Source: an optimization exercise on an open RTL-to-GDS flow (aim: a short achievable clock period and few clock cycles). Production flows keep margins and buffers that such runs may drop. No driver is modelled on the clock port, so clocking that relies on it looks cheaper here than on a real chip.

== north ==
==> flow/design.v (excerpt) <==
module mipsCore
(
    input  logic        clk,
    input  logic        rst,
    output logic [31:0] pcF,
    input  logic [31:0] instr,
    output logic        memWrite,
    output logic [31:0] dataAddr,
    output logic [31:0] writeData,
    input  logic [31:0] readData
);
    logic        weM;            
    logic        memToRegM;
    logic        memWriteM;
    logic [4:0]  destM;
    logic [31:0] aluOutM;
    logic [31:0] wdataM;
    logic [31:0] resultM;
    logic        vE;
    logic        weE;
    logic        memToRegE;
    logic        memWriteE;
    logic        beqE;
    logic [4:0]  destE;
    logic [31:0] aE;             
    logic [31:0] opBE;           
    logic [31:0] rtE;            
    logic        fwdAE;          
    logic        fwdBE;          
    logic [3:0]  fwdAQ;          
    logic [3:0]  fwdBQ;
    logic [3:0]  invBQ;
    logic        fwdRtE;         
    logic        swLoadE;        
    logic        cinE;           
    logic        opAddE;
    logic        opAndE;
    logic        opOrE;
    logic        opSltE;
    logic        predTE;
    logic [31:0] altE;           
    logic        vD;
    logic [31:0] instrD;
    logic [31:0] pc4D;
    logic [31:0] brTargetF;
    logic        depAD;          
    logic        depBD;
    logic        loadDepD;       
    logic [31:0] regs [0:31];
    logic [31:1] rvalid;
    assign memWrite  = memWriteM;
    assign dataAddr  = aluOutM;
    assign writeData = wdataM;
    assign resultM   = memToRegM ? readData : aluOutM;
    always_ff @(posedge clk) begin
        for (int i = 1; i < 32; i++) begin
            if (weM && destM == 5'(i)) regs[i] <= resultM;
        end
    end
    always_ff @(posedge clk or posedge rst) begin
        if (rst) begin
            rvalid <= '0;
        end else begin
  ...
For scale: roughly 5600 cells after synthesis, roughly 160 I/O pins, roughly 0.073 sq mm of cells after synthesis.
export LEC_CHECK = 0
export ABC_CLOCK_PERIOD_IN_PS = 2500
export CAP_MARGIN = 60
export CORE_MARGIN = 2
export CORE_UTILIZATION = 50
export SETUP_SLACK_MARGIN = 5
export SLEW_MARGIN = 60
export SYNTH_HIERARCHICAL = 1
export SYNTH_MINIMUM_KEEP_SIZE = 0
create_clock -name core_clock -period 10.0 [get_ports {clk}]
standard.sh (not shown) runs the stock make flow with config.mk's settings and CLKGATE_MAP_FILE= SYNTH_SCRIPT=/design/flow/synth_recipe.tcl, a recipe that flattens the netlist after the stock synthesis.
==> flow/flow/run.sh <==
#!/bin/bash
set -euo pipefail
F=$PWD/flow
K=(MATCH_CELL_FOOTPRINT=0 "BUFFER_PORTS_ARGS=-buffer_cell sky130_fd_sc_hd__buf_4" FASTROUTE_TCL=$F/fastroute.tcl)
bash standard.sh SETUP_SLACK_MARGIN=5 POST_CTS_TCL=$F/ramp_cts.tcl "${K[@]}" cts > standard_cts.log 2>&1
bash standard.sh SETUP_SLACK_MARGIN=6.5 "${K[@]}" finish > standard_finish.log 2>&1
==> flow/flow/fastroute.tcl <==
set_global_routing_layer_adjustment met1 0.6
set_global_routing_layer_adjustment met2 0.3
set_global_routing_layer_adjustment met3-$::env(MAX_ROUTING_LAYER) 0.2

set_routing_layers -clock $::env(MIN_CLK_ROUTING_LAYER)-$::env(MAX_ROUTING_LAYER)
set_routing_layers -signal $::env(MIN_ROUTING_LAYER)-$::env(MAX_ROUTING_LAYER)
==> flow/flow/ramp_cts.tcl <==
# Timing repair in steps: each step repairs every endpoint below its margin,
# so a path that cannot be improved further stops only the last steps.
set_propagated_clock [all_clocks]
estimate_parasitics -placement
foreach m {5.8 6.0 6.2 6.3 6.4 6.5 6.6 6.7 6.8} {
  repair_timing -setup -setup_margin $m -repair_tns 100 -max_passes 50
  puts "ramp_cts margin $m: worst slack [worst_slack -max]"
}
detailed_placement
check_placement -verbose
estimate_parasitics -placement
puts "ramp_cts done: worst slack [worst_slack -max]"
Edits applied to the flow inputs when going from north to south:
--- a/flow/design.v
+++ b/flow/design.v
@@ -147,89 +147,79 @@
 `timescale 1ns/100ps
 `default_nettype none
 module muxBank #(
     parameter int W = 32
 ) (
     input  logic         sel,
     input  logic [W-1:0] a,          
     input  logic [W-1:0] b,
     output logic [W-1:0] y
 );
     assign y = sel ? a : b;
 endmodule
-module selGate
-(
-    input  logic a,
-    input  logic b,
-    input  logic c,
-    input  logic d,
-    output logic y
-);
-    assign y = a && !b && !c && !d;
-endmodule
 module pcSelect
 (
     input  logic        redirect,    
     input  logic [31:0] alt,
     input  logic        hold,        
     input  logic        redirectD,   
     input  logic [31:0] altD,
     input  logic [31:0] pc,
     input  logic [31:0] pc4,
     input  logic        isJ,
     input  logic        predT,       
     input  logic [25:0] jIndex,
     input  logic [15:0] brLo,        
     input  logic        brCarry,
     input  logic        brSign,
     input  logic [13:0] pcHiInc,     
     input  logic [13:0] pcHiDec,
     output logic [31:0] pcNext,
     output logic [31:0] brTarget     
 );
     logic        selJ;
-    logic [3:0]  selB;               
+    logic        selB;
     logic [31:0] other;              
     logic [13:0] hiC1;               
     logic [13:0] hiC0;               
     logic [13:0] brHi;
     logic [31:0] other2;             
     assign selJ = isJ && !hold && !redirect;
-    for (genvar k = 0; k < 4; k++) begin : selCopy
-        selGate g (.a(predT), .b(hold), .c(redirect), .d(redirectD), .y(selB[k]));
-    end
+    assign selB = predT && !hold && !redirect && !redirectD;
     assign other2 = redirect ? alt
                   : hold     ? pc
                   : selJ     ? {pc4[31:28], jIndex, 2'b00}
                   : pc4;
     logic        selD;
     assign selD = redirectD && !redirect;
     muxBank #(.W(32)) dMux (
         .sel (selD),
         .a   (altD),
         .b   (other2),
         .y   (other)
     );
     assign hiC1 = brSign ? pc[31:18] : pcHiInc;
     assign hiC0 = brSign ? pcHiDec : pc[31:18];
     muxBank #(.W(14)) carryMux (
         .sel (brCarry),
         .a   (hiC1),
         .b   (hiC0),
         .y   (brHi)
     );
-    muxBank #(.W(8)) brMux0 (.sel(selB[0]), .a(brLo[7:0]),  .b(other[9:2]),   .y(pcNext[9:2]));
-    muxBank #(.W(8)) brMux1 (.sel(selB[1]), .a(brLo[15:8]), .b(other[17:10]), .y(pcNext[17:10]));
-    muxBank #(.W(7)) brMux2 (.sel(selB[2]), .a(brHi[6:0]),  .b(other[24:18]), .y(pcNext[24:18]));
-    muxBank #(.W(7)) brMux3 (.sel(selB[3]), .a(brHi[13:7]), .b(other[31:25]), .y(pcNext[31:25]));
+    muxBank #(.W(30)) brMux (
+        .sel (selB),
+        .a   ({brHi, brLo}),
+        .b   (other[31:2]),
+        .y   (pcNext[31:2])
+    );
     assign pcNext[1:0] = other[1:0];
     assign brTarget    = {brHi, brLo, 2'b00};
 endmodule
 `default_nettype wire
 `timescale 1ns/100ps
 `default_nettype none
 module addKS #(
     parameter int W = 32
 ) (
     input  logic [W-1:0] a,
     input  logic [W-1:0] b,
     input  logic         cin,
@@ -521,30 +511,27 @@
     assign destD   = isRD ? instrD[15:11] : rtD;
     assign weD     = (isRD || isAddiD || isLwD) && destD != 5'd0;
     logic [1023:0] regsFlat;
     always_comb begin
         for (int i = 0; i < 32; i++) regsFlat[32*i +: 32] = regs[i];
     end
     regRead read1 (.regs(regsFlat), .valid(rvalid), .addr(rsD), .data(rd1D));
     regRead read2 (.regs(regsFlat), .valid(rvalid), .addr(rtD), .data(rd2D));
     assign aD   = (weM && destM == rsD) ? resultM : rd1D;
     assign bD   = (weM && destM == rtD) ? resultM : rd2D;
     assign stallD = vD && loadDepD;
     logic        zeroChkD;
-    logic        sumZeroD;
     logic        redirectD;
-    assign zeroChkD  = isBeqD && opAddE && !cinE && !memToRegE && !fwdAE && !fwdBE
-                    && ((depAD && rtD == 5'd0) || (depBD && rsD == 5'd0));
-    sumZero zeroChk (.a(aE), .b(opBE), .cin(cinE), .zero(sumZeroD));
-    assign redirectD = vD && zeroChkD && !stallD && (sumZeroD != predTD);
+    assign zeroChkD  = 1'b0;
+    assign redirectD = 1'b0;
     assign predTD = isBeqD && (instrD[15] || rsD == rtD);
     always_ff @(posedge clk or posedge rst) begin
         if (rst) begin
             vE <= 1'b0;
         end else begin
             vE <= vD && !redirectE && !stallD;
         end
     end
     selReg fwdAReg0 (.clk(clk), .d(depAD),                 .q(fwdAQ[0]));
     selReg fwdBReg0 (.clk(clk), .d(depBD && !immD),         .q(fwdBQ[0]));
     selReg invBReg0 (.clk(clk), .d(invD),                   .q(invBQ[0]));
     selReg fwdAReg1 (.clk(clk), .d(depAD),                 .q(fwdAQ[1]));
Notes after the runs:
- south ran in full, but the layout does not pass; the checks complain about slew limit.
- Delta (south minus north): sequential share of layout area increased 0.83 points; setup slack increased 0.0040 ns; maximum number of pins on one net before global-route repair increased 6.2%.
- Summary of south over north: number of sinks handled by clock tree synthesis held; floorplan die area went down by 1.5%; total area of sequential cells lower.
- Area growth from synthesis to final layout delta for south relative to north: 0.84 points lower
- Delay contributed by the slowest stage of the critical path: higher on north
No run of this note included a check of the RTL's function; only the layout flow was run.

==> separate check: timing with driven ports <==
The results above use ideal ports. As a check the final layouts listed here were re-extracted and re-timed, cells and wires unchanged.
Step 1: set_driving_cell puts a clkbuf_16 on clk and a buf_2 on each other input, an assumption about the parent block.
Step 2 adds t to the input delays and takes it off the output delays; t is the mean of the earliest and latest rising clock arrival at the registers after step 1. Input paths then give back, and output paths get back, about the clock's delay inside the block.
a / b / c = ideal ports / drivers / drivers and shift; a / b = the first two.
| run | t (ns) | setup WS [ns] | pins driven straight from the clock port |
|---|---|---|---|
| north | 0.873 | 6.523 / 6.513 / 5.705 | 1 |
| south | 0.858 | 6.527 / 6.525 / 5.707 | 1 |
The setup slack of south, which loses most, moves by -0.002 ns with the drivers and by -0.820 ns with both steps.
